This is an optimization exercise on Yosys and OpenROAD, whose aim is small area, a short achievable clock period and few clock cycles per item, not a production implementation.
Only simulation tests tie the RTL to the original design; equivalence was not proved.
Power figures rest on the tool's default switching activity, not on a simulated workload.

===== flow/run.sh =====
#!/bin/bash
# synth_recipe.tcl (not shown) runs the flow's synth.tcl, then flattens the netlist and writes it again
# the make line also repeats each setting of config.mk as NAME=value (left out here)
make -C /OpenROAD-flow-scripts/flow DESIGN_CONFIG=/design/flow/config.mk WORK_HOME=/design/flow/orfs CLKGATE_MAP_FILE= SYNTH_SCRIPT=/design/flow/synth_recipe.tcl finish

===== flow/config.mk =====
export PLATFORM = sky130hd
export DESIGN_NAME = nkt_top
export DESIGN_NICKNAME = nkt_top
export VERILOG_FILES = /design/flow/design.v
export SDC_FILE = /design/flow/constraint.sdc
export NUM_CORES = 4
export LEC_CHECK = 0
export CAP_MARGIN = 20
export CORE_MARGIN = 2
export CORE_UTILIZATION = 40
export SLEW_MARGIN = 20

===== flow/constraint.sdc =====
create_clock -name core_clock -period 6.0 [get_ports {clk_i}]
set_input_delay 1.2000 -clock core_clock [delete_from_list [all_inputs] [get_ports {clk_i}]]
set_output_delay 1.2000 -clock core_clock [all_outputs]
set_load 0.01 [all_outputs]

===== flow/design.v =====
`default_nettype none
package nkt_pkg;
  localparam int unsigned TableDepthDefault = 16;
  localparam int unsigned KeyBits           = 32;
  localparam int unsigned ValueBits         = 8;
  localparam int unsigned StatusBits        = 3;
  typedef enum logic {
    CMD_INSERT = 1'b0,
    CMD_LOOKUP = 1'b1
  } cmd_e;
  typedef enum logic [StatusBits-1:0] {
    ST_FOUND    = 3'd0,
    ST_INSERTED = 3'd1,
    ST_EXISTED  = 3'd2,
    ST_FULL     = 3'd3,
    ST_EMPTY    = 3'd4
  } status_e;
  typedef struct packed {
    logic                        command;
    logic signed [KeyBits-1:0]   key;
    logic        [ValueBits-1:0] new_value;
  } in_item_t;
  typedef struct packed {
    logic        [StatusBits-1:0] status;
    logic        [ValueBits-1:0]  found_value;
    logic signed [KeyBits-1:0]    nearest_key;
  } out_item_t;
  typedef struct packed {
    logic signed [KeyBits-1:0]   key;
    logic        [ValueBits-1:0] value;
  } entry_t;
endpackage
`default_nettype wire
`default_nettype none
module nearest_key_table #(
  parameter int unsigned TableDepth = nkt_pkg::TableDepthDefault
) (
  input  wire                clk_i,
  input  wire                rst_ni,
  input  wire                in_valid_i,
  output logic               in_ready_o,
  input  nkt_pkg::in_item_t  in_item_i,
  output logic               out_valid_o,
  input  wire                out_ready_i,
  output nkt_pkg::out_item_t out_item_o
);
  localparam int unsigned N  = TableDepth;
  localparam int unsigned KW = nkt_pkg::KeyBits;
  localparam int unsigned VW = nkt_pkg::ValueBits;
  localparam int unsigned EW = KW + VW;
  localparam int unsigned RW = nkt_pkg::StatusBits + VW + KW;
  logic [EW-1:0] ent_q [N];
  logic [N-1:0]  tv_q;
  logic          i_v_q;
  logic          i_cmd_q;
  logic [KW-1:0] i_key_q;
  logic [VW-1:0] i_val_q;
  logic          u_v_q;
  logic          u_cmd_q;
  logic [KW-1:0] u_key_q;
  logic [VW-1:0] u_val_q;
  logic [N-1:0]  u_lt_q;    
  logic [N-1:0]  u_eq_q;    
  logic          p_v_q;
  logic [2:0]    p_st_q;
  logic [KW-1:0] p_key_q;
  logic [EW-1:0] p_lo_q;    
  logic [EW-1:0] p_hi_q;    
  logic          p_hash_q;  
  logic          p_hasl_q;  
  logic          o_v_q;
  logic [RW-1:0] o_q;
  logic          s_v_q;
  logic [RW-1:0] s_q;
  logic adv;
  assign adv        = ~s_v_q;
  assign in_ready_o = adv | ~i_v_q;
  logic dup, full, u_ins;
  assign dup   = |u_eq_q;
  assign full  = tv_q[N-1];
  assign u_ins = u_v_q & ~u_cmd_q & ~dup & ~full;
  logic [N-1:0] c_lt_raw, c_eq_raw, c_lt, c_eq;
  logic         c_ltu, c_equ;
  always_comb begin
    for (int i = 0; i < N; i++) begin
      c_lt_raw[i] = tv_q[i] & ({~ent_q[i][EW-1], ent_q[i][EW-2:VW]} < {~i_key_q[KW-1], i_key_q[KW-2:0]});
      c_eq_raw[i] = tv_q[i] & (ent_q[i][EW-1:VW] == i_key_q);
    end
    c_ltu = {~u_key_q[KW-1], u_key_q[KW-2:0]} < {~i_key_q[KW-1], i_key_q[KW-2:0]};
    c_equ = u_key_q == i_key_q;
    for (int i = 0; i < N; i++) begin
      if (!u_ins || u_lt_q[i]) begin
        c_lt[i] = c_lt_raw[i];
        c_eq[i] = c_eq_raw[i];
      end else if (i == 0 || u_lt_q[(i == 0) ? 0 : i-1]) begin
        c_lt[i] = c_ltu;
        c_eq[i] = c_equ;
      end else begin
        c_lt[i] = c_lt_raw[(i == 0) ? 0 : i-1];
        c_eq[i] = c_eq_raw[(i == 0) ? 0 : i-1];
      end
    end
  end
  logic [N-1:0]  le, sel_lo, sel_hi;
  logic [EW-1:0] lo_ent, hi_ent;
  logic          u_look;
  logic [2:0]    u_st;
  assign le     = u_lt_q | u_eq_q;
  assign u_look = u_cmd_q & tv_q[0];
  always_comb begin
    for (int i = 0; i < N; i++) begin
      sel_lo[i] = u_look & le[i] & ((i == N-1) ? 1'b1 : ~le[(i == N-1) ? 0 : i+1]);
      sel_hi[i] = u_look & tv_q[i] & ~le[i] & ((i == 0) ? 1'b1 : le[(i == 0) ? 0 : i-1]);
    end
    lo_ent = '0;
    hi_ent = '0;
    for (int i = 0; i < N; i++) begin
      lo_ent = lo_ent | ({EW{sel_lo[i]}} & ent_q[i]);
      hi_ent = hi_ent | ({EW{sel_hi[i]}} & ent_q[i]);
    end
    if (u_cmd_q) begin
      u_st = tv_q[0] ? nkt_pkg::ST_FOUND : nkt_pkg::ST_EMPTY;
    end else if (dup) begin
      u_st = nkt_pkg::ST_EXISTED;
    end else if (full) begin
      u_st = nkt_pkg::ST_FULL;
    end else begin
      u_st = nkt_pkg::ST_INSERTED;
    end
  end
  logic signed [KW+1:0] pair_sum, twice_key;
  logic                 pick_hi;
  logic [EW-1:0]        pick;
  logic [RW-1:0]        p_res;
  assign pair_sum  = {{2{p_lo_q[EW-1]}}, p_lo_q[EW-1:VW]}
                   + {{2{p_hi_q[EW-1]}}, p_hi_q[EW-1:VW]};
  assign twice_key = {p_key_q[KW-1], p_key_q, 1'b0};
  assign pick_hi   = p_hash_q & (~p_hasl_q | (pair_sum < twice_key));
  assign pick      = pick_hi ? p_hi_q : p_lo_q;
  assign p_res     = {p_st_q, pick[VW-1:0], pick[EW-1:VW]};
  always_ff @(posedge clk_i or negedge rst_ni) begin
    if (!rst_ni) begin
      i_v_q <= 1'b0;
      u_v_q <= 1'b0;
      p_v_q <= 1'b0;
      o_v_q <= 1'b0;
      s_v_q <= 1'b0;
      tv_q  <= '0;
    end else begin
      if (in_ready_o) i_v_q <= in_valid_i;
      if (adv) begin
        u_v_q <= i_v_q;
        p_v_q <= u_v_q;
        if (u_ins) tv_q <= {tv_q[N-2:0], 1'b1};
      end
      if (!o_v_q || out_ready_i) begin
        if (s_v_q) begin
          s_v_q <= 1'b0;
        end else begin
          o_v_q <= adv & p_v_q;
        end
      end else if (adv && p_v_q) begin
        s_v_q <= 1'b1;
      end
    end
  end
  always_ff @(posedge clk_i) begin
    if (in_ready_o) begin
      i_cmd_q <= in_item_i.command;
      i_key_q <= in_item_i.key;
      i_val_q <= in_item_i.new_value;
    end
    if (adv) begin
      u_cmd_q  <= i_cmd_q;
      u_key_q  <= i_key_q;
      u_val_q  <= i_val_q;
      u_lt_q   <= c_lt;
      u_eq_q   <= c_eq;
      p_st_q   <= u_st;
      p_key_q  <= u_key_q;
      p_lo_q   <= lo_ent;
      p_hi_q   <= hi_ent;
      p_hash_q <= |sel_hi;
      p_hasl_q <= |sel_lo;
      if (u_ins) begin
        for (int i = 0; i < N; i++) begin
          if (!u_lt_q[i]) begin
            if (i == 0 || u_lt_q[(i == 0) ? 0 : i-1]) begin
              ent_q[i] <= {u_key_q, u_val_q};
            end else begin
              ent_q[i] <= ent_q[(i == 0) ? 0 : i-1];
            end
          end
        end
      end
    end
    if (!o_v_q || out_ready_i) begin
      o_q <= s_v_q ? s_q : p_res;
    end else if (adv && p_v_q) begin
      s_q <= p_res;
    end
  end
  assign out_valid_o = o_v_q;
  assign out_item_o  = o_q;
endmodule
`default_nettype wire
`default_nettype none
module nkt_top (
  input  wire        clk_i,
  input  wire        rst_ni,
  input  wire        in_valid_i,
  output wire        in_ready_o,
  input  wire        in_command_i,
  input  wire [31:0] in_key_i,
  input  wire [7:0]  in_value_i,
  output wire        out_valid_o,
  input  wire        out_ready_i,
  output wire [2:0]  out_status_o,
  output wire [7:0]  out_value_o,
  output wire [31:0] out_key_o
);
  nkt_pkg::in_item_t  in_item;
  nkt_pkg::out_item_t out_item;
  assign in_item.command   = in_command_i;
  assign in_item.key       = in_key_i;
  assign in_item.new_value = in_value_i;
  nearest_key_table #(
    .TableDepth (16)
  ) u_table (
    .clk_i       (clk_i),
    .rst_ni      (rst_ni),
    .in_valid_i  (in_valid_i),
    .in_ready_o  (in_ready_o),
    .in_item_i   (in_item),
    .out_valid_o (out_valid_o),
    .out_ready_i (out_ready_i),
    .out_item_o  (out_item)
  );
  assign out_status_o = out_item.status;
  assign out_value_o  = out_item.found_value;
  assign out_key_o    = out_item.nearest_key;
endmodule
`default_nettype wire

==> impl_metrics.tcl, run 1 <==
set metrics [dict create \
    post-route-period-util 1.02 \
    hold_class "flip-flop to flip-flop" \
    die_x_um 391 \
    via_per_inst 7.25 \
    multi_input_comb_area_um2 29700 \
    required_ns 6.52 \
    synth_cells 4752 \
    critPathSlowestCell "edfxtp_1" \
    crit_fanout 8 \
    ys_seq_area_frac 0.489 \
    async_reset_ff_frac 0.0215 \
    drt_iter0_drc 8635 \
    synth-seq-cells 978 \
    syn2layout_area_growth_pct 13.7 \
    grt_pass1_vias 47100 \
    finalWorstSetupSlack_ns -0.0912 \
    hold_viol 0 \
    drtPass1Iterations 9 \
    drv_slew 0 \
    setup_violations 35 \
    root_buffer "clkbuf_16" \
    cts_tree "yes" \
    synthFlopType "edfxtp_1" \
    htreeDepth 3 \
    synthesis.nets 5404 \
    clk_pin_slew_worst_paths_ns 0.06 \
    place.detailed.instances 6667 \
    rsz0062_at_grt "true" \
    status "finished with violations" \
    clock_sinks 978 \
    coreArea_um2 148000 \
    grt_overflow 0 \
    end_kind "flip-flop" \
    dp_hpwl_mm 179 \
    layout-drive-gt1-share 0.224 \
    num_rows 141 \
    yosysMostFrequentCell "edfxtp_1" \
    arrival_ns 6.61 \
    start_util 0.404 \
    grt_pass1_wl_mm 386 \
    synth_commonest_cells "edfxtp_1, mux2_2, ha_1" \
    grt_max_degree 96 \
    max-cap-violations 0 \
    finalNonFillerCells 6893 \
    worstSetupPathType "flip-flop to flip-flop" \
    antenna_found_initial 18 \
    vias 50000 \
    ys_warn_count 2 \
    irDropWorstVdd_mv 0.347 \
    slowest_delay_ns 0.39 \
    post_drt_wl_per_cell_um 41.4 \
    hold_slack_ns 0.414 \
    dieArea_um2 153000 \
    synth_area_um2 59900 \
    ant_nets 0 \
    crit_top_cell "buf_4" \
    worst_pin_slew_ns 1.31 \
    so.violations "setup timing" \
    clock_skew_ns 0.0343 \
    synth_cell_type_count 63 \
    place.gp.congestion 1.03 \
    route.detailed.drc 0 \
    worst-path-buf-inv 7 \
    clockBufferDepth 3 \
    clk_latency_ns 0.77 \
    routed_wl_mm 286 \
    cp_top_family "compound AO/OA/AOI/OAI gates" \
    yosysTopAreaCell "edfxtp_1" \
    final-seq-area_um2 29300 \
    die_y_um 391 \
    yosys.area.top_type_share 0.480 \
    start_kind "flip-flop" \
    synthTopCellsByArea "edfxtp_1, ha_1, mux2_2" \
    grt.total_usage 0.364 \
    numCtsBuffers 113 \
    fin_nets 5515 \
    fillers 13300 \
    avgSynthCellArea_um2 12.6 \
    io_buffers 89 \
    ios 90 \
    fin_crit_ns 6.09 \
    slew_headroom 0.125 \
    synth_edf_count 957 \
    fmax_ghz 0.164 \
    fin_setup_tns_ns -1.38 \
    power_density_nw_per_um2 464 \
    p_leak_nw 25.4 \
    power_mw 31.6 \
]
==> routing by layer <==
metal	track usage	vias up	share of wire
met5	0.00574	-	0.00056
met4	0.215	22	0.071
met3	0.150	1235	0.15
met2	0.507	4504	0.40
met1	0.470	24600	0.38
li1	-	19600	-
==> metrics by stage <==
stage	setup slack [ns]	utilization	area [µm²]
2_1_floorplan	0.0130	-	59900
3_5_place_dp	-0.668	0.432	64000
6_report	-0.0912	0.460	68100
3_3_place_gp	-0.599	0.432	64000
4_1_cts	-0.0299	0.458	67800
5_1_grt	-0.347	0.459	68100
==> layout by cell type (no fill, tap or decap), types with 45 or more instances in the layout <==
cell type and count:
edfxtp_1 957, mux2_2 637, ha_1 606, a221oi_1 324
a22o_1 321, nand4_1 184, a21oi_1 178, o21ai_0 177
buf_4 161, nand2_1 158, a21o_1 143, nor2_1 129
clkbuf_16 119, inv_1 113, clkdlybuf4s50_1 89, nand3_1 63
o21a_1 45, nor2b_1 45
==> what timing repair did <==
action                     in CTS  in global routing
pin swaps                      11                 13
setup endpoints to repair      80                 51
cloned                          2                  1
buffers inserted                4                  4
hold buffers                    0                  0
resized for setup              23                 48
==> final cells by class <==
cell class,instances,area share
Clock buffer,141,0.0451
Sequential cell,978,0.430
Antenna cell,8,0.000294
Tap cell,1930,0.0355
Timing Repair Buffer,278,0.0394
Inverter,115,0.00649
Clock inverter,66,0.00753
Multi-Input combinational cell,3377,0.436
==> report_power, final <==
part / switching, mW / internal, mW / leakage (nW)
Clock: 3.07 / 3.87 / 1.78
Combinational: 8.56 / 5.52 / 14.4
Sequential: 1.14 / 9.40 / 9.30
Total: 12.8 / 18.8 / 25.4
==> kinds of logic after synthesis <==
| kind of cell | Yosys count | synth area share |
|---|---|---|
| flops | 978 | 0.489 |
| compound gates | 1272 | 0.159 |
| buf+inv | 397 | 0.0255 |
| simple gates | 783 | 0.0674 |
| fa+ha+maj | 607 | 0.127 |
| mux | 689 | 0.129 |
| xor+xnor | 26 | 0.00380 |
==> flip-flops by register name (all words and copies together) (netlist names), 3 cells and up <==
name             count
u_table.i_key_q     32
u_table.u_val_q      8
u_table.u_eq_q      16
u_table.u_lt_q      16
u_table.p_key_q     32
u_table.p_st_q       3
u_table.tv_q        16
u_table.s_q         43
u_table.p_hi_q      40
u_table.u_key_q     32
u_table.i_val_q      8
u_table.ent_q      640
u_table.o_q         43
u_table.p_lo_q      40
==> final timing paths <==
check                                   start                  to  slack [ns]  cells after the start
max                         u_table.p_lo_q[8]      u_table.o_q[0]       -0.09                     27
min                        u_table.i_val_q[5]  u_table.u_val_q[5]        0.41                      0
max reg2reg                 u_table.p_lo_q[8]      u_table.o_q[0]       -0.09                     27
min reg2reg                u_table.i_val_q[5]  u_table.u_val_q[5]        0.41                      0
max in group asynchronous              rst_ni     u_table.tv_q[9]        4.83                      2
min in group asynchronous              rst_ni       u_table.o_v_q        0.85                      2
Testbench counts, summed over its fixed seeds: cycles 3,328, items 3,072.
==> run 2: changes to the inputs <==
--- a/flow/design.v
+++ b/flow/design.v
@@ -72,9 +72,9 @@
   logic [RW-1:0] o_q;
   logic          s_v_q;
   logic [RW-1:0] s_q;
-  logic adv;
+  logic adv, rdy_q, i_v_d, s_v_d;
   assign adv        = ~s_v_q;
-  assign in_ready_o = adv | ~i_v_q;
+  assign in_ready_o = rdy_q;
   logic dup, full, u_ins;
   assign dup   = |u_eq_q;
   assign full  = tv_q[N-1];
@@ -128,16 +128,36 @@
       u_st = nkt_pkg::ST_INSERTED;
     end
   end
-  logic signed [KW+1:0] pair_sum, twice_key;
-  logic                 pick_hi;
-  logic [EW-1:0]        pick;
-  logic [RW-1:0]        p_res;
-  assign pair_sum  = {{2{p_lo_q[EW-1]}}, p_lo_q[EW-1:VW]}
-                   + {{2{p_hi_q[EW-1]}}, p_hi_q[EW-1:VW]};
-  assign twice_key = {p_key_q[KW-1], p_key_q, 1'b0};
-  assign pick_hi   = p_hash_q & (~p_hasl_q | (pair_sum < twice_key));
-  assign pick      = pick_hi ? p_hi_q : p_lo_q;
+  localparam int unsigned SW = KW + 3;
+  logic [SW-1:0] sa, sb, sc, csa_s, csa_c, csa_x;
+  logic          pick_hi;
+  logic [EW-1:0] pick;
+  logic [RW-1:0] p_res;
+  assign sa    = {{3{p_lo_q[EW-1]}}, p_lo_q[EW-1:VW]};
+  assign sb    = {{3{p_hi_q[EW-1]}}, p_hi_q[EW-1:VW]};
+  assign sc    = ~{p_key_q[KW-1], p_key_q[KW-1], p_key_q, 1'b0};
+  assign csa_s = sa ^ sb ^ sc;
+  assign csa_c = (sa & sb) | (sa & sc) | (sb & sc);
+  assign csa_x = csa_s + {csa_c[SW-2:0], 1'b1};
+  assign pick_hi = p_hash_q & (~p_hasl_q | csa_x[SW-1]);
+  assign pick    = pick_hi ? p_hi_q : p_lo_q;
   assign p_res     = {p_st_q, pick[VW-1:0], pick[EW-1:VW]};
+  always_comb begin
+    i_v_d = rdy_q ? in_valid_i : i_v_q;
+    s_v_d = s_v_q;
+    if (!o_v_q || out_ready_i) begin
+      s_v_d = 1'b0;
+    end else if (adv && p_v_q) begin
+      s_v_d = 1'b1;
+    end
+  end
+  always_ff @(posedge clk_i or negedge rst_ni) begin
+    if (!rst_ni) begin
+      rdy_q <= 1'b1;
+    end else begin
+      rdy_q <= ~s_v_d | ~i_v_d;
+    end
+  end
   always_ff @(posedge clk_i or negedge rst_ni) begin
     if (!rst_ni) begin
       i_v_q <= 1'b0;
@@ -147,25 +167,20 @@
       s_v_q <= 1'b0;
       tv_q  <= '0;
     end else begin
-      if (in_ready_o) i_v_q <= in_valid_i;
+      i_v_q <= i_v_d;
       if (adv) begin
         u_v_q <= i_v_q;
         p_v_q <= u_v_q;
         if (u_ins) tv_q <= {tv_q[N-2:0], 1'b1};
       end
-      if (!o_v_q || out_ready_i) begin
-        if (s_v_q) begin
-          s_v_q <= 1'b0;
-        end else begin
-          o_v_q <= adv & p_v_q;
-        end
-      end else if (adv && p_v_q) begin
-        s_v_q <= 1'b1;
+      s_v_q <= s_v_d;
+      if ((!o_v_q || out_ready_i) && !s_v_q) begin
+        o_v_q <= adv & p_v_q;
       end
     end
   end
   always_ff @(posedge clk_i) begin
-    if (in_ready_o) begin
+    if (rdy_q) begin
       i_cmd_q <= in_item_i.command;
       i_key_q <= in_item_i.key;
       i_val_q <= in_item_i.new_value;
--- a/flow/config.mk
+++ b/flow/config.mk
@@ -5,7 +5,9 @@
 export SDC_FILE = /design/flow/constraint.sdc
 export NUM_CORES = 4
 export LEC_CHECK = 0
+export ABC_CLOCK_PERIOD_IN_PS = 2000
 export CAP_MARGIN = 20
 export CORE_MARGIN = 2
 export CORE_UTILIZATION = 40
+export SETUP_SLACK_MARGIN = 3.0
 export SLEW_MARGIN = 20
==> impl_metrics.tcl, run 2 <==
set metrics [dict create \
    multi_input_comb_area_um2 30500 \
    via_per_inst 7.31 \
    synth-seq-cells 979 \
    dp_hpwl_mm 183 \
    fmax_ghz 0.241 \
    crit_fanout 8 \
    clock_skew_ns 0.0525 \
    synthFlopType "edfxtp_1" \
    antenna_found_initial 21 \
    slew_headroom 0.186 \
    grt.busiest_layer "met2" \
    avgSynthCellArea_um2 12.8 \
    required_ns 6.50 \
    ys_warn_count 2 \
    fin_nets 5618 \
    async_reset_ff_frac 0.0225 \
    syn2layout_area_growth_pct 21.0 \
    cts_hold_buffers 0 \
    worstSetupPathType "flip-flop to flip-flop" \
    post_drt_wl_per_cell_um 42.0 \
    cp_top_family "simple AND/OR/NAND/NOR gates" \
    mostFrequentLayoutCell "edfxtp_1" \
    drv_slew 0 \
    dieArea_um2 151000 \
    hold_slack_ns 0.403 \
    synth_cell_type_count 61 \
    drtPass1Iterations 7 \
    synth_area_um2 59200 \
    largest_reg_flops 640 \
    yosysTopAreaCell "edfxtp_1" \
    pwr-share-clk 0.226 \
    grt_pass1_vias 47800 \
    use_met3 0.159 \
    p_leak_nw 26.5 \
    gr-usage-met1 0.476 \
    clockBufferDepth 3 \
    synth_commonest_cells "edfxtp_1, mux2_2, ha_1" \
    synthTopCellsByArea "edfxtp_1, ha_1, mux2_2" \
    start_util 0.402 \
    fillers 12800 \
    end_kind "flip-flop" \
    layout_common_cells "edfxtp_1, mux2_2, ha_1, a22o_1, a221oi_1" \
    power_mw 32.3 \
    regMostFlops "u_table.ent_q" \
    ios 90 \
    clk_latency_ns 0.80 \
    ant_nets 0 \
    num_rows 141 \
    fin_setup_tns_ns 0 \
    grt_overflow 0 \
    fin_crit_ns 4.14 \
    swShare 0.402 \
    die_x_um 389 \
    numCtsBuffers 114 \
    combPwrFrac 0.442 \
    grt_pass1_wl_mm 392 \
    status "finished clean" \
    hold_class "input port to async pin" \
    yosysMostFrequentCell "edfxtp_1" \
    ys_seq_area_frac 0.494 \
    irDropWorstVdd_mv 0.312 \
    power_density_nw_per_um2 451 \
    internal_power_mw 19.3 \
    p_sw_mw 13.0 \
    drt_iter0_drc 9384 \
    place.gp.congestion 1.03 \
    start_kind "flip-flop" \
    crit_path_cell_trace "fa_1 -> ha_4 -> nand4_1 -> or4_4 -> or4b_4 -> o2111ai_4 -> buf_12 -> buf_12 -> buf_16 -> mux2_4 -> mux2_4" \
    routed_wl_mm 294 \
    power_frac_seq 0.331 \
    synth_cells 4642 \
    route.detailed.drc 0 \
    clk_pin_slew_worst_paths_ns 0.06 \
    top_regs "u_table.ent_q: 640 flops, u_table.o_q: 43 flops, u_table.s_q: 43 flops" \
    slowest_delay_ns 0.67 \
    synth_edf_count 957 \
    grt_max_degree 57 \
    cts_tree "yes" \
    worst_pin_slew_ns 1.22 \
    vias 51200 \
    root_buffer "clkbuf_16" \
    critPathSlowestCell "or4_4" \
    htreeDepth 3 \
    post-route-period-util 0.691 \
    yosys.area.top_type_share 0.485 \
    layout-drive-gt1-share 0.298 \
    grt.total_usage 0.373 \
    arrival_ns 4.64 \
    final-seq-area_um2 29300 \
    max-cap-violations 0 \
    met2_usage 0.522 \
    coreArea_um2 147000 \
    setup_violations 0 \
    hold_viol 0 \
    die_y_um 389 \
    clock_sinks 979 \
    worst-path-buf-inv 3 \
    synthesis.nets 5297 \
    rsz0062_at_grt "true" \
    io_buffers 89 \
]
-- run 2: changes by cell type in the layout (fill, tap and decap cells not counted), moves of 30 or more --
cell,delta
a21o_1,-60
ha_1,-58
mux2_2,-40
a21oi_1,-64
nand3_1,-31
ha_4,+30
buf_6,+62
fa_1,+32
buf_4,+85
o21ai_0,-60
-- run 2: final cells by class --
| type | instances | area share |
|---|---|---|
| inverters | 160 | 0.00953 |
| clock buffers | 136 | 0.0418 |
| repair buffers | 474 | 0.0695 |
| diodes | 13 | 0.000454 |
| multi-input cells | 3233 | 0.425 |
| well taps | 1930 | 0.0337 |
| clock inverters | 72 | 0.0111 |
| repair inverters | 1 | 0.000105 |
| flip-flops and latches | 979 | 0.409 |
-- run 2: per-layer routing --
layer,vias to the layer above,wire [µm]
met3,1404,46700
met2,4900,117000
met4,28,23100
met5,-,275
li1,19600,-
met1,25300,106000
-- run 2: final timing paths --
path,start,end,slack (ns),depth (start not counted)
setup / recovery,u_table.p_lo_q[37],u_table.o_q[3],1.86,11
min in group core_clock,u_table.i_val_q[1],u_table.u_val_q[1],0.42,0
max in group asynchronous,rst_ni,u_table.tv_q[0],5.17,1
hold reg to reg,u_table.i_val_q[1],u_table.u_val_q[1],0.42,0
setup reg to reg,u_table.p_lo_q[37],u_table.o_q[3],1.86,11
hold / removal,rst_ni,u_table.o_v_q,0.40,1
-- run 2: cells by family (layout without fill, tap and decap cells) --
family	count (synthesis)	in the layout	share of synthesized area
adder cells (fa/ha/maj)	610	610	0.133
flip-flops	979	979	0.494
AND/OR/NAND/NOR	773	781	0.0672
buffers and inverters	438	843	0.0285
AO/OA/AOI/OAI	1173	1173	0.150
multiplexers	669	669	0.127
other	0	13	0
-- run 2: power by group through the flow --
stage | combinational (mW) | clock (mW) | sequential [mW]
after floorplan | 6.88 | 0 | 10.2
after global placement | 11.4 | 0 | 10.8
after detailed placement | 11.6 | 0 | 10.8
after CTS | 13.0 | 7.33 | 10.7
after global routing | 14.7 | 7.57 | 10.8
final | 14.3 | 7.31 | 10.7
-- run 2: through the flow --
step	setup slack, ns	util	std cells	instance area, µm²
3_3_place_gp	1.74	0.428	6519	63000
3_5_place_dp	1.67	0.428	6520	63000
2_1_floorplan	2.55	-	4642	59500
5_1_grt	1.79	0.486	6986	71700
4_1_cts	1.88	0.475	6910	70000
6_report	1.86	0.487	6998	71700
-- run 2: what timing repair did --
action                                  CTS  global route
pin swaps                               102           101
endpoints found under the setup margin  848           590
gates cloned                             11             8
gates resized for setup                 382           215
buffers inserted                        171            66
Testbench counts of run 2, summed over its fixed seeds: cycles 3,328, items 3,072.
==> run 3: changes to the inputs <==
--- a/flow/design.v
+++ b/flow/design.v
@@ -49,6 +49,10 @@
   localparam int unsigned VW = nkt_pkg::ValueBits;
   localparam int unsigned EW = KW + VW;
   localparam int unsigned RW = nkt_pkg::StatusBits + VW + KW;
+  localparam int unsigned SW = KW + 3;
+  function automatic logic [1:0] cmp_lt_eq(input logic [KW-1:0] a, input logic [KW-1:0] b);
+    cmp_lt_eq = {({~a[KW-1], a[KW-2:0]} < {~b[KW-1], b[KW-2:0]}), (a == b)};
+  endfunction
   logic [EW-1:0] ent_q [N];
   logic [N-1:0]  tv_q;
   logic          i_v_q;
@@ -68,26 +72,43 @@
   logic [EW-1:0] p_hi_q;    
   logic          p_hash_q;  
   logic          p_hasl_q;  
+  logic          q_v_q;
+  logic [2:0]    q_st_q;
+  logic [EW-1:0] q_lo_q;
+  logic [EW-1:0] q_hi_q;
+  logic          q_pick_q;  
   logic          o_v_q;
   logic [RW-1:0] o_q;
   logic          s_v_q;
   logic [RW-1:0] s_q;
-  logic adv, rdy_q, i_v_d, s_v_d;
+  logic          rdy_q;
+  logic adv;
   assign adv        = ~s_v_q;
   assign in_ready_o = rdy_q;
   logic dup, full, u_ins;
   assign dup   = |u_eq_q;
   assign full  = tv_q[N-1];
   assign u_ins = u_v_q & ~u_cmd_q & ~dup & ~full;
+  logic [N-1:0] t_keep, t_shift, t_new;
+  always_comb begin
+    for (int i = 0; i < N; i++) begin
+      t_new[i]   = adv & u_ins & ~u_lt_q[i] & ((i == 0) ? 1'b1 : u_lt_q[(i == 0) ? 0 : i-1]);
+      t_shift[i] = adv & u_ins & ~u_lt_q[i] & ((i == 0) ? 1'b0 : ~u_lt_q[(i == 0) ? 0 : i-1]);
+      t_keep[i]  = ~(adv & u_ins & ~u_lt_q[i]);
+    end
+  end
   logic [N-1:0] c_lt_raw, c_eq_raw, c_lt, c_eq;
   logic         c_ltu, c_equ;
-  always_comb begin
-    for (int i = 0; i < N; i++) begin
-      c_lt_raw[i] = tv_q[i] & ({~ent_q[i][EW-1], ent_q[i][EW-2:VW]} < {~i_key_q[KW-1], i_key_q[KW-2:0]});
-      c_eq_raw[i] = tv_q[i] & (ent_q[i][EW-1:VW] == i_key_q);
-    end
-    c_ltu = {~u_key_q[KW-1], u_key_q[KW-2:0]} < {~i_key_q[KW-1], i_key_q[KW-2:0]};
-    c_equ = u_key_q == i_key_q;
+  logic [1:0]   c_tmp;
+  always_comb begin
+    for (int i = 0; i < N; i++) begin
+      c_tmp       = cmp_lt_eq(ent_q[i][EW-1:VW], i_key_q);
+      c_lt_raw[i] = tv_q[i] & c_tmp[1];
+      c_eq_raw[i] = tv_q[i] & c_tmp[0];
+    end
+    c_tmp = cmp_lt_eq(u_key_q, i_key_q);
+    c_ltu = c_tmp[1];
+    c_equ = c_tmp[0];
     for (int i = 0; i < N; i++) begin
       if (!u_ins || u_lt_q[i]) begin
         c_lt[i] = c_lt_raw[i];
@@ -128,54 +149,52 @@
       u_st = nkt_pkg::ST_INSERTED;
     end
   end
-  localparam int unsigned SW = KW + 3;
   logic [SW-1:0] sa, sb, sc, csa_s, csa_c, csa_x;
-  logic          pick_hi;
+  logic          p_pick;
+  assign sa     = {{3{p_lo_q[EW-1]}}, p_lo_q[EW-1:VW]};
+  assign sb     = {{3{p_hi_q[EW-1]}}, p_hi_q[EW-1:VW]};
+  assign sc     = ~{p_key_q[KW-1], p_key_q[KW-1], p_key_q, 1'b0};
+  assign csa_s  = sa ^ sb ^ sc;
+  assign csa_c  = (sa & sb) | (sa & sc) | (sb & sc);
+  assign csa_x  = csa_s + {csa_c[SW-2:0], 1'b1};
+  assign p_pick = p_hash_q & (~p_hasl_q | csa_x[SW-1]);
   logic [EW-1:0] pick;
-  logic [RW-1:0] p_res;
-  assign sa    = {{3{p_lo_q[EW-1]}}, p_lo_q[EW-1:VW]};
-  assign sb    = {{3{p_hi_q[EW-1]}}, p_hi_q[EW-1:VW]};
-  assign sc    = ~{p_key_q[KW-1], p_key_q[KW-1], p_key_q, 1'b0};
-  assign csa_s = sa ^ sb ^ sc;
-  assign csa_c = (sa & sb) | (sa & sc) | (sb & sc);
-  assign csa_x = csa_s + {csa_c[SW-2:0], 1'b1};
-  assign pick_hi = p_hash_q & (~p_hasl_q | csa_x[SW-1]);
-  assign pick    = pick_hi ? p_hi_q : p_lo_q;
-  assign p_res     = {p_st_q, pick[VW-1:0], pick[EW-1:VW]};
+  logic [RW-1:0] q_res;
+  assign pick  = q_pick_q ? q_hi_q : q_lo_q;
+  assign q_res = {q_st_q, pick[VW-1:0], pick[EW-1:VW]};
+  logic i_v_d, s_v_d, o_take;
+  assign o_take = ~o_v_q | out_ready_i;
   always_comb begin
     i_v_d = rdy_q ? in_valid_i : i_v_q;
     s_v_d = s_v_q;
-    if (!o_v_q || out_ready_i) begin
+    if (o_take) begin
       s_v_d = 1'b0;
-    end else if (adv && p_v_q) begin
+    end else if (adv && q_v_q) begin
       s_v_d = 1'b1;
     end
   end
   always_ff @(posedge clk_i or negedge rst_ni) begin
     if (!rst_ni) begin
       rdy_q <= 1'b1;
-    end else begin
-      rdy_q <= ~s_v_d | ~i_v_d;
-    end
-  end
-  always_ff @(posedge clk_i or negedge rst_ni) begin
-    if (!rst_ni) begin
       i_v_q <= 1'b0;
       u_v_q <= 1'b0;
       p_v_q <= 1'b0;
+      q_v_q <= 1'b0;
       o_v_q <= 1'b0;
       s_v_q <= 1'b0;
       tv_q  <= '0;
     end else begin
+      rdy_q <= ~s_v_d | ~i_v_d;
       i_v_q <= i_v_d;
       if (adv) begin
         u_v_q <= i_v_q;
         p_v_q <= u_v_q;
+        q_v_q <= p_v_q;
         if (u_ins) tv_q <= {tv_q[N-2:0], 1'b1};
       end
       s_v_q <= s_v_d;
-      if ((!o_v_q || out_ready_i) && !s_v_q) begin
-        o_v_q <= adv & p_v_q;
+      if (o_take && !s_v_q) begin
+        o_v_q <= adv & q_v_q;
       end
     end
   end
@@ -197,22 +216,20 @@
       p_hi_q   <= hi_ent;
       p_hash_q <= |sel_hi;
       p_hasl_q <= |sel_lo;
-      if (u_ins) begin
-        for (int i = 0; i < N; i++) begin
-          if (!u_lt_q[i]) begin
-            if (i == 0 || u_lt_q[(i == 0) ? 0 : i-1]) begin
-              ent_q[i] <= {u_key_q, u_val_q};
-            end else begin
-              ent_q[i] <= ent_q[(i == 0) ? 0 : i-1];
-            end
-          end
-        end
-      end
-    end
-    if (!o_v_q || out_ready_i) begin
-      o_q <= s_v_q ? s_q : p_res;
-    end else if (adv && p_v_q) begin
-      s_q <= p_res;
+      q_st_q   <= p_st_q;
+      q_lo_q   <= p_lo_q;
+      q_hi_q   <= p_hi_q;
+      q_pick_q <= p_pick;
+    end
+    for (int i = 0; i < N; i++) begin
+      ent_q[i] <= ({EW{t_keep[i]}} & ent_q[i])
+                | ({EW{t_shift[i]}} & ent_q[(i == 0) ? 0 : i-1])
+                | ({EW{t_new[i]}} & {u_key_q, u_val_q});
+    end
+    if (o_take) begin
+      o_q <= s_v_q ? s_q : q_res;
+    end else if (adv && q_v_q) begin
+      s_q <= q_res;
     end
   end
   assign out_valid_o = o_v_q;
==> flow/config.mk (replaced) <==
export PLATFORM = sky130hd
export DESIGN_NAME = nkt_top
export DESIGN_NICKNAME = nkt_top
export VERILOG_FILES = /design/flow/design.v
export SDC_FILE = /design/flow/constraint.sdc
export NUM_CORES = 4
export LEC_CHECK = 0
export CAP_MARGIN = 20
export CORE_MARGIN = 2
export CORE_UTILIZATION = 40
export SETUP_SLACK_MARGIN = 3.1
export SLEW_MARGIN = 20
==> impl_metrics.tcl, run 3 <==
set metrics [dict create \
    status "finished clean" \
    power_density_nw_per_um2 551 \
    synth_edf_count 441 \
    hold_viol 0 \
    end_kind "flip-flop" \
    crit_fanout 2 \
    mostFrequentLayoutCell "nand2_1" \
    crit_start "u_table.p_hi_q[9]" \
    yosys.area.top_type_share 0.216 \
    required_ns 6.71 \
    ys_seq_area_frac 0.422 \
    setup_violations 0 \
    async_reset_ff_frac 0.0216 \
    synth-seq-cells 1064 \
    grt_max_degree 129 \
    fin_setup_tns_ns 0 \
    regMostFlops "u_table.ent_q" \
    synth_compound_gate_area_share 0.188 \
    coreArea_um2 152000 \
    cp-endpoint "u_table.q_pick_q" \
    critPathSlowestCell "a21oi_1" \
    synth_top_family_by_area "compound AO/OA/AOI/OAI gates" \
    combPwrFrac 0.423 \
    power_frac_seq 0.385 \
    hold_slack_ns 0.415 \
    post-route-cell-area_um2 71300 \
    pwr-share-clk 0.192 \
    internal_power_mw 21.2 \
    yosysMostFrequentCell "nand2_1" \
    ys_warn_count 2 \
    clk_latency_ns 0.83 \
    die_x_um 395 \
    hold_class "flip-flop to flip-flop" \
    clockBufferDepth 3 \
    synth_cells 5969 \
    ant_nets 0 \
    syn2layout_area_growth_pct 16.4 \
    synthFlopType "dfxtp_1" \
    fin_crit_ns 3.26 \
    post_drt_wl_per_cell_um 37.0 \
    via_per_inst 6.91 \
    grt_overflow 0 \
    clk_pin_slew_worst_paths_ns 0.07 \
    synthMuxAreaShare 0.121 \
    root_buffer "clkbuf_16" \
    io_buffers 89 \
    synth_cell_type_count 70 \
    worst_pin_slew_ns 1.31 \
    fmax_ghz 0.307 \
    rr_endpoint "u_table.q_pick_q" \
    yosysTopAreaCell "edfxtp_1" \
    swShare 0.461 \
    max-cap-violations 0 \
    cts_tree "yes" \
    p_leak_nw 27.6 \
    arrival_ns 3.97 \
    slew_headroom 0.124 \
    start_kind "flip-flop" \
    cts_hold_buffers 0 \
    avgSynthCellArea_um2 10.3 \
    synth_commonest_cells "nand2_1, mux2i_1, dfxtp_1" \
    synthesis.nets 6624 \
    synth-xor-area-share 0 \
    antenna_found_initial 12 \
    ios 90 \
    largest_reg_flops 600 \
    top_regs "u_table.ent_q: 600 flops, u_table.o_q: 43 flops, u_table.s_q: 43 flops" \
    placed_area_um2 64000 \
    layout_common_cells "nand2_1, mux2i_1, dfxtp_1, ha_1, edfxtp_1" \
    synth_fa_ha_area_frac 0.129 \
    post-route-period-util 0.543 \
    clock_sinks 1064 \
    worstSetupPathType "flip-flop to flip-flop" \
    slowest_delay_ns 0.56 \
    vias 57100 \
    crit_path_cell_trace "inv_1 -> fa_1 -> inv_1 -> ha_1 -> a21oi_1 -> o21ai_0 -> o21ai_2 -> a211oi_4 -> o211ai_1 -> and4_1" \
    htreeDepth 3 \
    yosys.area_share.simple 0.0990 \
    route.detailed.drc 0 \
    rsz0062_at_grt "true" \
    drt_iter0_drc 10700 \
    numCtsBuffers 119 \
    critical_path.reg2reg.startpoint "u_table.p_hi_q[9]" \
    drtPass1Iterations 19 \
    place.detailed.instances 7795 \
    fin_nets 6777 \
    grt.total_usage 0.373 \
    r2r_cells 10 \
    finalNonFillerCells 8266 \
    irDropWorstVdd_mv 0.290 \
    layout-drive-gt1-share 0.139 \
    place.gp.congestion 1.02 \
    grt_pass1_vias 52600 \
    p_sw_mw 18.1 \
    synthTopCellsByArea "edfxtp_1, dfxtp_1, ha_1" \
    routed_wl_mm 306 \
    die_y_um 395 \
    dieArea_um2 156000 \
    synth_area_um2 61300 \
    start_util 0.403 \
    regToRegSetupSlack_ns 2.74 \
    num_rows 143 \
    crit_top_cell "inv_1" \
    grt_pass1_wl_mm 414 \
    clock_skew_ns 0.0674 \
    dp_hpwl_mm 179 \
    drv_slew 0 \
]
-- run 3: routing by layer --
metal,track usage,up-vias,part of all wire
li1,-,23200,-
met4,0.248,14,0.090
met1,0.477,27200,0.37
met2,0.517,5049,0.39
met3,0.145,1600,0.15
met5,0,-,0.00090
-- run 3: cell families after synthesis --
logic type / after synthesis
buf+inv: 595
simple gates: 1271
compound gates: 1703
fa+ha+maj: 610
flops: 1064
mux: 726
-- run 3: power groups by stage --
stage | registers (mW) | logic, mW | clock network (mW)
3_3_place_gp | 15.0 | 14.3 | 0
4_1_cts | 14.7 | 15.6 | 7.60
3_5_place_dp | 15.0 | 14.6 | 0
5_1_grt | 15.1 | 17.6 | 7.87
6_report | 15.1 | 16.6 | 7.55
2_1_floorplan | 13.1 | 9.40 | 0
-- run 3: layout make-up --
| class | count | area [µm²] |
|---|---|---|
| inverter | 184 | 792 |
| timing repair inverter | 1 | 7.51 |
| fill | 14200 | 80800 |
| clock buffer | 164 | 3380 |
| tap | 2030 | 2540 |
| timing repair buffer | 407 | 3710 |
| multi-input combinational | 4345 | 34400 |
| clock inverter | 63 | 598 |
| sequential | 1064 | 25800 |
| antenna | 8 | 20.0 |
-- run 3: worst min-delay path by stage --
stage          cells after the start          startpoint            endpoint  slack [ns]
6_report                           0  u_table.p_lo_q[26]  u_table.q_lo_q[26]        0.42
5_1_grt                            0   u_table.p_lo_q[1]   u_table.q_lo_q[1]        0.42
4_1_cts                            0   u_table.p_lo_q[1]   u_table.q_lo_q[1]        0.42
3_5_place_dp                       0   u_table.p_lo_q[4]   u_table.q_lo_q[4]        0.41
3_3_place_gp                       0   u_table.p_lo_q[6]   u_table.q_lo_q[6]        0.40
2_1_floorplan                      0   u_table.p_hi_q[0]   u_table.q_hi_q[0]        0.40
-- run 3: per-stage QoR --
stage	utilization	power [mW]	setup slack, ns
finish	0.469	39.3	2.74
global route	0.469	40.5	2.73
CTS	0.463	38.0	2.77
detailed placement	0.421	29.6	1.74
global placement	0.421	29.3	1.81
floorplan	-	22.5	3.12
-- run 3: what timing repair did --
action / in CTS / in global routing
resized for setup: 255 / 85
gates cloned: 28 / 8
buffers inserted: 158 / 42
pin swaps: 73 / 61
endpoints found under the setup margin: 819 / 591
endpoints found under the hold margin: 0 / 0
-- run 3: critical path: cells and delay by family (launching register included) --
kind / cells / cell delay (ns)
compound gates: 5 / 1.63
fa+ha+maj: 2 / 0.80
flops: 1 / 0.41
simple gates: 1 / 0.18
buf+inv: 2 / 0.12
Testbench counts of run 3, summed over its fixed seeds: cycles 3,392, items 3,072.
==> run 4: changes to the inputs <==
--- a/flow/design.v
+++ b/flow/design.v
@@ -79,12 +79,12 @@
   logic          q_pick_q;  
   logic          o_v_q;
   logic [RW-1:0] o_q;
-  logic          s_v_q;
-  logic [RW-1:0] s_q;
-  logic          rdy_q;
-  logic adv;
-  assign adv        = ~s_v_q;
-  assign in_ready_o = rdy_q;
+  logic          i_free_q;   
+  logic          o_free_q;   
+  logic adv, i_en;
+  assign adv        = ~o_v_q | out_ready_i;
+  assign i_en       = ~i_v_q | adv;        
+  assign in_ready_o = i_free_q | o_free_q | out_ready_i;    
   logic dup, full, u_ins;
   assign dup   = |u_eq_q;
   assign full  = tv_q[N-1];
@@ -162,44 +162,33 @@
   logic [RW-1:0] q_res;
   assign pick  = q_pick_q ? q_hi_q : q_lo_q;
   assign q_res = {q_st_q, pick[VW-1:0], pick[EW-1:VW]};
-  logic i_v_d, s_v_d, o_take;
-  assign o_take = ~o_v_q | out_ready_i;
-  always_comb begin
-    i_v_d = rdy_q ? in_valid_i : i_v_q;
-    s_v_d = s_v_q;
-    if (o_take) begin
-      s_v_d = 1'b0;
-    end else if (adv && q_v_q) begin
-      s_v_d = 1'b1;
-    end
-  end
   always_ff @(posedge clk_i or negedge rst_ni) begin
     if (!rst_ni) begin
-      rdy_q <= 1'b1;
       i_v_q <= 1'b0;
+      i_free_q <= 1'b1;
+      o_free_q <= 1'b1;
       u_v_q <= 1'b0;
       p_v_q <= 1'b0;
       q_v_q <= 1'b0;
       o_v_q <= 1'b0;
-      s_v_q <= 1'b0;
       tv_q  <= '0;
     end else begin
-      rdy_q <= ~s_v_d | ~i_v_d;
-      i_v_q <= i_v_d;
+      if (i_en) begin
+        i_v_q    <= in_valid_i;
+        i_free_q <= ~in_valid_i;
+      end
       if (adv) begin
         u_v_q <= i_v_q;
         p_v_q <= u_v_q;
         q_v_q <= p_v_q;
+        o_v_q <= q_v_q;
+        o_free_q <= ~q_v_q;
         if (u_ins) tv_q <= {tv_q[N-2:0], 1'b1};
       end
-      s_v_q <= s_v_d;
-      if (o_take && !s_v_q) begin
-        o_v_q <= adv & q_v_q;
-      end
     end
   end
   always_ff @(posedge clk_i) begin
-    if (rdy_q) begin
+    if (i_en) begin
       i_cmd_q <= in_item_i.command;
       i_key_q <= in_item_i.key;
       i_val_q <= in_item_i.new_value;
@@ -226,10 +215,8 @@
                 | ({EW{t_shift[i]}} & ent_q[(i == 0) ? 0 : i-1])
                 | ({EW{t_new[i]}} & {u_key_q, u_val_q});
     end
-    if (o_take) begin
-      o_q <= s_v_q ? s_q : q_res;
-    end else if (adv && q_v_q) begin
-      s_q <= q_res;
+    if (adv) begin
+      o_q <= q_res;
     end
   end
   assign out_valid_o = o_v_q;
--- a/flow/config.mk
+++ b/flow/config.mk
@@ -10,3 +10,4 @@
 export CORE_UTILIZATION = 40
 export SETUP_SLACK_MARGIN = 3.1
 export SLEW_MARGIN = 20
+export TNS_END_PERCENT = 5
==> impl_metrics.tcl, run 4 <==
set metrics [dict create \
    status "finished clean" \
    holdPathStages 0 \
    worst-path-buf-inv 3 \
    mostFrequentLayoutCell "nand2_1" \
    place.gp.congestion 1.06 \
    rsz0062_at_grt "true" \
    place.detailed.instances 7628 \
    layout-drive-gt1-share 0.142 \
    post-route-period-util 0.532 \
    crit_fanout 10 \
    post_drt_wl_per_cell_um 35.3 \
    avgSynthCellArea_um2 10.1 \
    hold_viol 0 \
    ys_warn_count 2 \
    drtPass1Iterations 13 \
    num_rows 141 \
    synthTopCellsByArea "dfxtp_1, edfxtp_1, ha_1" \
    crit_cells 11 \
    fillers 13600 \
    via_per_inst 6.90 \
    finalNonFillerCells 8114 \
    clk_pin_slew_worst_paths_ns 0.06 \
    die_x_um 390 \
    worst_pin_slew_ns 1.39 \
    fin_setup_tns_ns 0 \
    end_kind "flip-flop" \
    ant_nets 0 \
    critPathSlowestCell "a221oi_2" \
    route.detailed.drc 0 \
    regMostFlops "u_table.ent_q" \
    antenna_found_initial 11 \
    drt_iter0_drc 9087 \
    synthFlopType "dfxtp_1" \
    fin_crit_ns 3.19 \
    r2r_cells 11 \
    cts_tree "yes" \
    grt_max_degree 81 \
    synth_cells 5889 \
    syn2layout_area_growth_pct 17.5 \
    worstSetupPathType "flip-flop to flip-flop" \
    required_ns 6.67 \
    io_buffers 89 \
    dp_hpwl_mm 170 \
    synthesis.nets 6544 \
    clk_latency_ns 0.81 \
    layout_common_cells "nand2_1, mux2i_1, dfxtp_1, ha_1, edfxtp_1" \
    power_density_nw_per_um2 412 \
    p_leak_nw 29.6 \
    coreArea_um2 148000 \
    clock_sinks 1021 \
    clock_skew_ns 0.0600 \
    grt_pass1_vias 51200 \
    yosysTopAreaCell "dfxtp_1" \
    dieArea_um2 152000 \
    htreeDepth 3 \
    hold_class "flip-flop to flip-flop" \
    top_regs "u_table.ent_q: 600 flops, u_table.o_q: 43 flops" \
    fin_nets 6721 \
    start_kind "flip-flop" \
    drv_slew 0 \
    slowest_delay_ns 0.50 \
    start_util 0.404 \
    ys_seq_area_frac 0.411 \
    setup_violations 0 \
    fmax_ghz 0.313 \
    crit_path_cell_trace "inv_2 -> buf_4 -> ha_1 -> nand2_1 -> o21ai_0 -> a221oi_2 -> nor2_1 -> a2111oi_4 -> buf_4 -> nor2_1 -> a21oi_1" \
    synth-seq-cells 1021 \
    synth_cell_type_count 68 \
    max-cap-violations 0 \
    synth_area_um2 59700 \
    grt.total_usage 0.361 \
    cp_top_family "compound AO/OA/AOI/OAI gates" \
    numCtsBuffers 117 \
    synth_commonest_cells "nand2_1, mux2i_1, dfxtp_1" \
    slew_headroom 0.0710 \
    grt_overflow 0 \
    yosysMostFrequentCell "nand2_1" \
    yosys.area.top_type_share 0.201 \
    async_reset_ff_frac 0.0225 \
    root_buffer "clkbuf_16" \
    clockBufferDepth 3 \
    die_y_um 390 \
    largest_reg_flops 600 \
    ios 90 \
    irDropWorstVdd_mv 0.295 \
    routed_wl_mm 286 \
    arrival_ns 3.86 \
    cts_hold_buffers 0 \
    synth_edf_count 398 \
    vias 56000 \
    grt_pass1_wl_mm 392 \
]
run 4: cell type report:
type	instances	area (µm²)	area share
Multi-Input combinational cell	4284	34000	0.485
Timing Repair Buffer	445	4170	0.0595
Tap cell	1930	2410	0.0344
Clock inverter	60	761	0.0108
Inverter	197	840	0.0120
Sequential cell	1021	24500	0.350
Clock buffer	163	3380	0.0481
Antenna cell	14	35.0	0.000499
run 4: power by group:
part	internal (mW)	total [mW]	leakage [nW]	switching (mW)
Sequential	9.02	10.8	9.30	1.78
Combinational	4.05	10.4	18.3	6.35
Clock	4.51	7.75	2.00	3.24
run 4: path summary, 6_finish.rpt:
check / slack [ns] / end / startpoint
setup / recovery: 2.81 / u_table.u_lt_q[10] / u_table.i_key_q[19]
hold / removal: 0.42 / u_table.q_lo_q[4] / u_table.p_lo_q[4]
setup reg to reg: 2.81 / u_table.u_lt_q[10] / u_table.i_key_q[19]
hold reg to reg: 0.42 / u_table.q_lo_q[4] / u_table.p_lo_q[4]
max in group asynchronous: 4.88 / u_table.tv_q[6] / rst_ni
min in group asynchronous: 0.77 / u_table.q_v_q / rst_ni
run 4: cell families (layout without fill, tap and decap cells):
logic type	after synthesis	after routing	share of synthesized area
mux	688	688	0.116
other cells	0	14	0
fa+ha+maj	610	610	0.132
buf+inv	604	865	0.0487
flops	1021	1021	0.411
compound gates	1699	1699	0.190
simple gates	1267	1287	0.103
run 4: what timing repair did:
action	4_1_cts	5_1_grt
endpoints found under the setup margin	1118	716
buffers inserted	143	82
gates resized for setup	189	167
cloned	18	6
pin swaps	47	100
run 4: worst register-to-register path: stages (launching register included):
cell and delay, ns:
edfxtp_1 0.42, inv_2 0.20, buf_4 0.25, ha_1 0.27, nand2_1 0.22, o21ai_0 0.33
a221oi_2 0.50, nor2_1 0.21, a2111oi_4 0.37, buf_4 0.18, nor2_1 0.04, a21oi_1 0.11
run 4: metal layers:
metal  wire length (µm)  vias to the layer above  global-route usage
met1             107000                    26500               0.461
met5                264                        -             0.00287
met4              25000                       14               0.247
met3              41400                     1633               0.133
met2             113000                     4939               0.503
li1                   -                    22900                   -
run 4: per-stage QoR:
step	power (mW)	utilization	hold WS (ns)	area, µm²	setup WS (ns)
after floorplan	15.8	-	0.400	59800	-0.779
after global placement	19.7	0.420	0.404	62100	1.70
after detailed placement	19.9	0.420	0.405	62100	1.65
after CTS	28.1	0.463	0.417	68600	2.91
after global routing	30.0	0.474	0.421	70100	2.77
final	28.9	0.474	0.417	70200	2.81
Testbench counts of run 4, summed over its fixed seeds: cycles 3,392, items 3,072.

static timing again, ports no longer ideal:
The results above use ideal ports. As a check the final layouts listed here were re-extracted and re-timed, cells and wires unchanged.
Step 1 (the two cells are an assumption about what drives the block):
set clk [get_ports {clk_i}]
set_driving_cell -lib_cell sky130_fd_sc_hd__clkbuf_16 $clk
set_driving_cell -lib_cell sky130_fd_sc_hd__buf_2 [delete_from_list [all_inputs] $clk]
Step 2 adds t to the input delays and takes it off the output delays; t is the mean of the earliest and latest rising clock arrival at the registers after step 1. Input paths then give back, and output paths get back, about the clock's delay inside the block.
a / b / c = ideal ports / drivers / drivers and shift; a / b = the first two.
run	shift t [ns]	setup WS [ns]	latest minus earliest clock arrival (ns)	worst slew at a driven data input, ns
run 1	0.840	-0.091 / -0.091 / -0.091	0.037 / 0.038	0.06
run 2	0.853	1.855 / 1.855 / 1.855	0.053 / 0.053	0.08
run 3	0.882	2.740 / 2.740 / 2.519	0.068 / 0.068	0.05
run 4	0.869	2.807 / 2.807 / 2.367	0.061 / 0.061	0.08
The setup slack of run 4, which loses most, moves by 0.000 ns with the drivers and by -0.440 ns with both steps.
